This design comes from an exercise in tuning for small area, a short achievable clock period and few clock cycles per item on the open sky130 flow, not from production work.
Where RTL was checked, it was by simulation tests only, not by an equivalence proof against the original.
Power is estimated from default activity; no workload was simulated. The flow treats the clock pin as an ideal source, which a real chip does not have.

// mx_block_sequencer
module mx_block_sequencer #(
  parameter int BLOCK_SIZE = 32,
  parameter int DATA_W     = 32,
  parameter int EXP_W      = 8
) (
  input  logic                          clk,
  input  logic                          rst,
  input  logic                          in_valid,
  output logic                          in_ready,
  input  logic [DATA_W-1:0]             in_data,
  input  logic                          flush,
  output logic                          out_valid,
  input  logic                          out_ready,
  output logic [DATA_W-1:0]             out_data,
  output logic [EXP_W-1:0]              out_scale,
  output logic                          out_last,
  output logic [$clog2(BLOCK_SIZE)-1:0] out_idx
);
  localparam int IDX_W = $clog2(BLOCK_SIZE);
  localparam int NS    = BLOCK_SIZE + 1;
  localparam int SW    = $clog2(NS);
  logic [NS-1:0][DATA_W-1:0] ring_q;
  logic [IDX_W-1:0] c_cnt_q, c_cnt_d;
  logic [EXP_W-1:0] c_max_q, c_max_d;
  logic             first_q;               
  logic [SW-1:0]    wdist_q, wdist_d;
  logic             p_vld_q, p_vld_d, p2_vld_q, p2_vld_d;
  logic [IDX_W-1:0] p_rem_q, p_rem_d;      
  ...
Size: about 1200 flip-flops, roughly 85 I/O pins, ~27000 µm² of cells after synthesis.
==> flow/config.mk <==
export PLATFORM = sky130hd
export DESIGN_NAME = mx_block_sequencer
export DESIGN_NICKNAME = mx_block_sequencer
export VERILOG_FILES = /design/flow/design.v
export SDC_FILE = /design/flow/constraint.sdc
export NUM_CORES = 4
export LEC_CHECK = 0
export CAP_MARGIN = 20
export CORE_MARGIN = 2
export CORE_UTILIZATION = 65
export CTS_BUF_LIST = sky130_fd_sc_hd__clkbuf_8
export CTS_CLUSTER_DIAMETER = 60
export CTS_CLUSTER_SIZE = 20
export PLACE_DENSITY = 0.75
export SETUP_SLACK_MARGIN = 3.0
export SLEW_MARGIN = 20
==> flow/constraint.sdc <==
create_clock -name core_clock -period 5.0 [get_ports {clk}]
set_input_delay 1.0000 -clock core_clock [delete_from_list [all_inputs] [get_ports {clk}]]
set_output_delay 1.0000 -clock core_clock [all_outputs]
set_load 0.01 [all_outputs]
run.sh (not shown) runs the stock make flow with config.mk's settings and CLKGATE_MAP_FILE= SYNTH_SCRIPT=/design/flow/synth_recipe.tcl, a recipe that flattens the netlist after the stock synthesis.
The first run completed without violations.
==> next run, changes <==
==> flow/flow/run.sh (new file) <==
#!/bin/bash
# Standard layout (the standard.sh, unchanged synthesis) with clock tree synthesis told not
# to add dummy loads. Each tool's output goes to a log of its own here and under orfs/logs.
set -euo pipefail
export CTS_ARGS="-sink_clustering_enable -repair_clock_nets -sink_clustering_size 20 -sink_clustering_max_diameter 60 -buf_list sky130_fd_sc_hd__clkbuf_8 -dont_use_dummy_load"
export BUFFER_PORTS_ARGS="-buffer_cell sky130_fd_sc_hd__buf_2"
bash standard.sh > standard_flow.log 2>&1
==> flow/standard.sh (new file) <==
#!/bin/bash
# synth_recipe.tcl (not shown) runs the flow's synth.tcl, then flattens the netlist and writes it again
# the make line also repeats each setting of config.mk as NAME=value (left out here)
make -C /OpenROAD-flow-scripts/flow DESIGN_CONFIG=/design/flow/config.mk WORK_HOME=/design/flow/orfs CLKGATE_MAP_FILE= SYNTH_SCRIPT=/design/flow/synth_recipe.tcl "${@:-finish}"
removed: flow/run.sh
Result: Setup slack is worse by 0.049 ns; design area went down by 1.8%; via count went down by 0.77%; global-route usage went up by 0.25 points; sequential share of layout area went up by 1.4 points; routed wire length went down by 0.31%; sequential power hardly moves; count of clock-buffer cells in the layout went down by 4; die area stays the same; final cell count went down by 1.1%; worst hold slack is worse by 0.0054 ns.
No functional check of the RTL was part of any run of this note.

* * *

The RTL this note starts from:
==> flow/design.v <==
module mx_block_sequencer #(
  parameter int BLOCK_SIZE = 32,
  parameter int DATA_W     = 32,
  parameter int EXP_W      = 8
) (
  input  logic                          clk,
  input  logic                          rst,
  input  logic                          in_valid,
  output logic                          in_ready,
  input  logic [DATA_W-1:0]             in_data,
  input  logic                          flush,
  output logic                          out_valid,
  input  logic                          out_ready,
  output logic [DATA_W-1:0]             out_data,
  output logic [EXP_W-1:0]              out_scale,
  output logic                          out_last,
  output logic [$clog2(BLOCK_SIZE)-1:0] out_idx
);
  localparam int IDX_W = $clog2(BLOCK_SIZE);
  localparam int NS    = BLOCK_SIZE + 1;
  localparam int SW    = $clog2(NS);
  logic [NS-1:0][DATA_W-1:0] ring_q;
  logic [IDX_W-1:0] c_cnt_q, c_cnt_d;
  logic [EXP_W-1:0] c_max_q, c_max_d;
  logic             first_q;               
  logic [SW-1:0]    wdist_q, wdist_d;
  logic             p_vld_q, p_vld_d, p2_vld_q, p2_vld_d;
  logic [IDX_W-1:0] p_rem_q, p_rem_d;      
  logic [EXP_W-1:0] p_scale_q, p_scale_d;
  logic [IDX_W-1:0] rem_q, rem_d;          
  logic             rnz_q, rnz_d, rn1_q, rn1_d;  
  logic             efull_q, efull_d;      
  logic [SW-1:0]    rdist_q, rdist_d;
  logic              ov_q, olast_q;
  logic [DATA_W-1:0] od_q;
  logic [EXP_W-1:0]  os_q, e_scale_q;
  logic [IDX_W-1:0]  oi_q, oi_d, nb;
  logic              ir_q, ir_d;
  logic              wsel_q;               
  logic              nx_ok_q, nx_ok_d;     
  logic              nx_rd_q, nx_rd_d;     
  logic             acc, ftk, close, load, rd, start, last_rd;
  logic             ok_l, rd_l, ok_n, rd_n, occ_n, hit_np, rem_nz, cnt1, cnt0;
  logic [IDX_W-1:0] gap_q, gap_d;          
  logic [EXP_W-1:0] e_in, e_eff, new_max, p_scale_e;
  logic [IDX_W-1:0] rem_now;
  assign in_ready  = ir_q;
  assign out_valid = ov_q;
  assign out_data  = od_q;
  assign out_scale = os_q;
  assign out_last  = olast_q;
  assign out_idx   = oi_q;
  assign acc     = in_valid & ir_q;
  assign ftk     = flush & ir_q;
  assign e_in    = in_data[DATA_W-2 -: EXP_W];
  assign new_max = (acc && e_in > c_max_q) ? e_in : c_max_q;
  assign e_eff   = (e_in == '0) ? EXP_W'(1) : e_in;
  assign p_scale_e  = (first_q & ~p2_vld_q) ? c_max_q : p_scale_q;
  assign close   = (acc && c_cnt_q == IDX_W'(BLOCK_SIZE - 1)) || (ftk && (acc || c_cnt_q != '0));
  assign load    = nx_ok_q & (~ov_q | out_ready);
  assign rd      = load & nx_rd_q;
  assign start   = load & olast_q;
  assign nb      = oi_q + IDX_W'(1);
  assign oi_d    = (oi_q & ~{IDX_W{load}}) | (nb & {IDX_W{load}});
  assign rem_now = olast_q ? p_rem_q : rem_q - IDX_W'(1);
  assign last_rd = rd & (olast_q ? (p_rem_q == '0) : ~rn1_q);
  always_comb begin
    c_cnt_d = c_cnt_q;
    if (p2_vld_q)
      c_max_d = start ? EXP_W'(1) : c_max_q;
    else if (first_q)
      c_max_d = acc ? e_eff : EXP_W'(1);
    else
      c_max_d = new_max;
    wdist_d = (wdist_q == '0) ? SW'(NS - 1) : wdist_q - SW'(1);
    if (close) begin
      c_cnt_d = '0;
      wdist_d = {1'b0, ~c_cnt_q};
    end else if (acc) begin
      c_cnt_d = c_cnt_q + IDX_W'(1);
      wdist_d = '0;
    end
    p_vld_d    = p_vld_q;
    p_rem_d    = p_rem_q;
    p_scale_d  = p_scale_e;
    p2_vld_d   = p2_vld_q;
    if (start) begin
      if (p2_vld_q) begin
        p_rem_d   = '0;
        p_scale_d = c_max_q;
        p2_vld_d  = 1'b0;
      end else if (close) begin
        p_rem_d   = c_cnt_q + IDX_W'(acc) - IDX_W'(1);
      end else begin
        p_vld_d = 1'b0;
      end
    end else if (close) begin
      if (p_vld_q) begin
        p2_vld_d   = 1'b1;
      end else begin
        p_vld_d   = 1'b1;
        p_rem_d   = c_cnt_q + IDX_W'(acc) - IDX_W'(1);
      end
    end
    rem_d   = rem_q;
    rnz_d   = rnz_q;
    rn1_d   = rn1_q;
    rdist_d = (rdist_q == '0) ? SW'(NS - 1) : rdist_q - SW'(1);
    if (rd) begin
      rem_d   = rem_now;
      rnz_d   = olast_q ? (p_rem_q != '0) : rn1_q;
      rn1_d   = olast_q ? (p_rem_q != IDX_W'(1)) : (rem_q != IDX_W'(2));
      rdist_d = last_rd ? {1'b0, ~nb} : '0;
    end
    if (olast_q) begin
      ok_l = 1'b1;                             
      rd_l = p_rem_q != '0;
    end else if (nb == IDX_W'(BLOCK_SIZE - 1)) begin
      ok_l = p_vld_d & (nx_rd_q | (rdist_q == SW'(1)));
      rd_l = 1'b1;
    end else begin
      ok_l = 1'b1;                             
      rd_l = nx_rd_q & rn1_q;
    end
    if (olast_q) begin
      ok_n = p_vld_d & (rdist_q == SW'(1));
      rd_n = 1'b1;
    end else begin
      ok_n = ~nx_rd_q | (rdist_q == SW'(1));
      rd_n = nx_rd_q;
    end
    nx_ok_d = load ? ok_l : ok_n;
    nx_rd_d = load ? rd_l : rd_n;
    if (close)
      gap_d = load ? ~oi_q - IDX_W'(2) : ~oi_q - IDX_W'(1);
    else if (acc & ~load)
      gap_d = gap_q + IDX_W'(1);
    else if (load & ~acc)
      gap_d = gap_q - IDX_W'(1);
    else
      gap_d = gap_q;
    efull_d = start ? (p_rem_q == IDX_W'(BLOCK_SIZE - 1)) : efull_q;
    case ({acc, load})
      2'b00:   hit_np = (gap_q == '0) & (c_cnt_q != '0);
      2'b01:   hit_np = (gap_q == IDX_W'(1)) & (c_cnt_q != '0);
      2'b10:   hit_np = (gap_q == '1);
      default: hit_np = (gap_q == '0);
    endcase
    rem_nz = rnz_d;
    cnt1   = ~close & (acc ? (c_cnt_q == '0) : (c_cnt_q == IDX_W'(1)));
    cnt0   = close | (~acc & (c_cnt_q == '0));
    if (p_vld_d)
      occ_n = cnt1 | (cnt0 & efull_d & rem_nz);
    else
      occ_n = rem_nz & hit_np & ~close;
    ir_d = ~p2_vld_d & (close ? (c_cnt_q == IDX_W'(BLOCK_SIZE - 1)) : (acc | (wdist_q == SW'(1))))
         & ~occ_n;
  end
  always_ff @(posedge clk) begin
    for (int i = 0; i < NS - 1; i++)
      ring_q[i] <= ring_q[i+1];
    ring_q[NS-1] <= wsel_q ? in_data : ring_q[0];
    wsel_q       <= ir_d;
    od_q <= (od_q & ~{DATA_W{load}}) | (ring_q[1] & {DATA_W{nx_rd_q & load}});
    e_scale_q <= start ? p_scale_e : e_scale_q;
    os_q      <= rst ? '0 : start ? p_scale_e : e_scale_q;
    c_max_q    <= c_max_d;
    p_rem_q    <= p_rem_d;
    p_scale_q  <= p_scale_d;
    efull_q    <= efull_d;
    if (rst) begin
      c_cnt_q  <= '0;
      c_max_q  <= EXP_W'(1);
      first_q  <= 1'b0;
      wdist_q  <= SW'(1);
      p_vld_q  <= 1'b0;
      p2_vld_q <= 1'b0;
      rdist_q  <= '0;
      ov_q     <= 1'b0;
      oi_q     <= IDX_W'(BLOCK_SIZE - 1);
      olast_q  <= 1'b1;
      ir_q     <= 1'b0;
      rem_q    <= '0;
      rnz_q    <= 1'b0;
      rn1_q    <= 1'b1;
      gap_q    <= '1;
      nx_ok_q  <= 1'b0;
      nx_rd_q  <= 1'b1;
    end else begin
      c_cnt_q  <= c_cnt_d;
      first_q  <= close;
      wdist_q  <= wdist_d;
      p_vld_q  <= p_vld_d;
      p2_vld_q <= p2_vld_d;
      rdist_q  <= rdist_d;
      ov_q     <= load | (ov_q & ~out_ready);
      oi_q     <= oi_d;
      olast_q  <= oi_d == IDX_W'(BLOCK_SIZE - 1);
      ir_q     <= ir_d;
      rem_q    <= rem_d;
      rnz_q    <= rnz_d;
      rn1_q    <= rn1_d;
      gap_q    <= gap_d;
      nx_ok_q  <= nx_ok_d;
      nx_rd_q  <= nx_rd_d;
    end
  end
endmodule
clock: 5.0 ns
lec_check: 0
cap_margin: 20
core_margin: 2
core_utilization: 65
cts_buf_list: sky130_fd_sc_hd__clkbuf_8
cts_cluster_diameter: 60
cts_cluster_size: 20
gpl_routability_driven: 0
place_density: 0.75
setup_slack_margin: 3.0
slew_margin: 20
standard.sh (not shown) runs the stock make flow with config.mk's settings and CLKGATE_MAP_FILE= SYNTH_SCRIPT=/design/flow/synth_recipe.tcl, a recipe that flattens the netlist after the stock synthesis.
==> flow/flow/run.sh <==
#!/bin/bash
# Standard layout (the standard.sh, with its unchanged synthesis), except that clock tree
# synthesis adds no dummy loads and the port buffers start as buf_2 cells. make's output goes to
# standard_flow.log here; each step's own log is under orfs/logs.
set -euo pipefail
export CTS_ARGS="-sink_clustering_enable -repair_clock_nets -sink_clustering_size 25 -sink_clustering_max_diameter 60 -buf_list sky130_fd_sc_hd__clkbuf_16 -dont_use_dummy_load"
export BUFFER_PORTS_ARGS="-buffer_cell sky130_fd_sc_hd__buf_2"
bash standard.sh > standard_flow.log 2>&1
The starting point finished clean.
Testbench counts at the start, summed over its fixed seeds: cycles 16,656, items 16,384.
Change:
==> flow/flow/run.sh (replaced) <==
#!/bin/bash
# Standard layout (the standard.sh, with its unchanged synthesis), except that clock tree
# synthesis builds the tree from clkbuf_16 cells over clusters of up to 30 flip-flops and adds
# no dummy loads, and the port buffers start as buf_2 cells. make's output goes to
# standard_flow.log here; each step's own log is under orfs/logs.
set -euo pipefail
export CTS_ARGS="-sink_clustering_enable -repair_clock_nets -sink_clustering_size 30 -sink_clustering_max_diameter 70 -buf_list sky130_fd_sc_hd__clkbuf_16 -dont_use_dummy_load"
export BUFFER_PORTS_ARGS="-buffer_cell sky130_fd_sc_hd__buf_2"
bash standard.sh > standard_flow.log 2>&1
--- a/flow/config.mk
+++ b/flow/config.mk
@@ -7,0 +8 @@
+export ABC_AREA = 1
@@ -15 +16 @@
-export PLACE_DENSITY = 0.75
+export PLACE_DENSITY = 0.7
Total power goes up by 0.62%.
Worst setup slack gets better by 0.022 ns.
Routed wire length goes down by 5.2%.
Design area goes down by about 1%.
Flip-flop and latch count does not change.
Cell count goes up by 3.6%.
Sequential share of layout area goes up by 0.75 points.
Worst hold slack gets worse by 0.028 ns.
Change:
==> flow/flow/run.sh (replaced) <==
#!/bin/bash
# Standard layout (the standard.sh, with its unchanged synthesis), except that clock tree
# synthesis adds no dummy loads and the port buffers start as buf_2 cells. make's output goes to
# standard_flow.log here; each step's own log is under orfs/logs.
set -euo pipefail
export CTS_ARGS="-sink_clustering_enable -repair_clock_nets -sink_clustering_size 20 -sink_clustering_max_diameter 60 -buf_list sky130_fd_sc_hd__clkbuf_8 -dont_use_dummy_load"
export BUFFER_PORTS_ARGS="-buffer_cell sky130_fd_sc_hd__buf_2"
bash standard.sh > standard_flow.log 2>&1
--- a/flow/config.mk
+++ b/flow/config.mk
@@ -8 +7,0 @@
-export ABC_AREA = 1
@@ -11 +10 @@
-export CORE_UTILIZATION = 65
+export CORE_UTILIZATION = 60
@@ -16 +15 @@
-export PLACE_DENSITY = 0.7
+export PLACE_DENSITY = 0.75
After rerunning: Wire length increases by a few percent; final area decreases slightly; clock power decreases by roughly a tenth; worst setup slack got worse by 0.066 ns; utilization decreases by 5.5 points; global-route usage stays flat.
Change:
--- a/flow/flow/run.sh
+++ b/flow/flow/run.sh
@@ -6 +6 @@
-export CTS_ARGS="-sink_clustering_enable -repair_clock_nets -sink_clustering_size 20 -sink_clustering_max_diameter 60 -buf_list sky130_fd_sc_hd__clkbuf_8 -dont_use_dummy_load"
+export CTS_ARGS="-sink_clustering_enable -repair_clock_nets -sink_clustering_size 30 -sink_clustering_max_diameter 70 -buf_list sky130_fd_sc_hd__clkbuf_16 -dont_use_dummy_load"
--- a/flow/config.mk
+++ b/flow/config.mk
@@ -7,0 +8 @@
+export ABC_AREA = 1
@@ -10 +11 @@
-export CORE_UTILIZATION = 60
+export CORE_UTILIZATION = 65
After rerunning: The new run finished with timing, DRC and antenna clean; cell count rises by about 0.5%; total power goes up by about 5.4%; clock-buffer cell count came out lower by 24; area after synthesis came out higher by about 0.8%; synthesized cell count grows by 5.8%; design area stays flat; via count stays flat; fmax rose by about 3%; worst setup slack gets better by 0.060 ns; die area shrinks by 6.8%.

## port drivers added, routing unchanged
The flow's constraints put no driver on any port. The routed layouts listed below were extracted and timed again, unchanged, in two steps. Step 1: set_driving_cell puts a clkbuf_16 on clk and a buf_2 on each other input, an assumption about the parent block. Step 2 adds t to the input delays and takes it off the output delays; t is the mean of the earliest and latest rising clock arrival at the registers after step 1. Input paths then give back, and output paths get back, about the clock's delay inside the block. Slacks: ideal ports / drivers / drivers and shift; pairs: ideal ports / drivers.
| run | shift t [ns] | setup slack, ns | latest minus earliest clock arrival (ns) | slew at the worst register clock pin (ns) |
|---|---|---|---|---|
| the first run of note 1 | 0.677 | 2.564 / 2.577 / 1.900 | 0.041 / 0.041 | 0.12 / 0.12 |
| the second run of note 1 | 0.660 | 2.515 / 2.536 / 1.876 | 0.066 / 0.065 | 0.11 / 0.11 |
| the first run of note 2 | 0.649 | 2.900 / 2.848 / 2.374 | 0.065 / 0.065 | 0.10 / 0.10 |
| the second run of note 2 | 0.629 | 2.922 / 2.864 / 2.488 | 0.067 / 0.067 | 0.11 / 0.11 |
| the third run of note 2 | 0.685 | 2.856 / 2.804 / 2.350 | 0.075 / 0.075 | 0.11 / 0.11 |
| the fourth run of note 2 | 0.625 | 2.916 / 2.863 / 2.487 | 0.058 / 0.058 | 0.10 / 0.10 |
After both steps setup and hold are still met in every run listed. For the first run of note 1, which loses most, drivers alone change the setup slack by +0.013 ns; drivers and shift together by -0.664 ns.
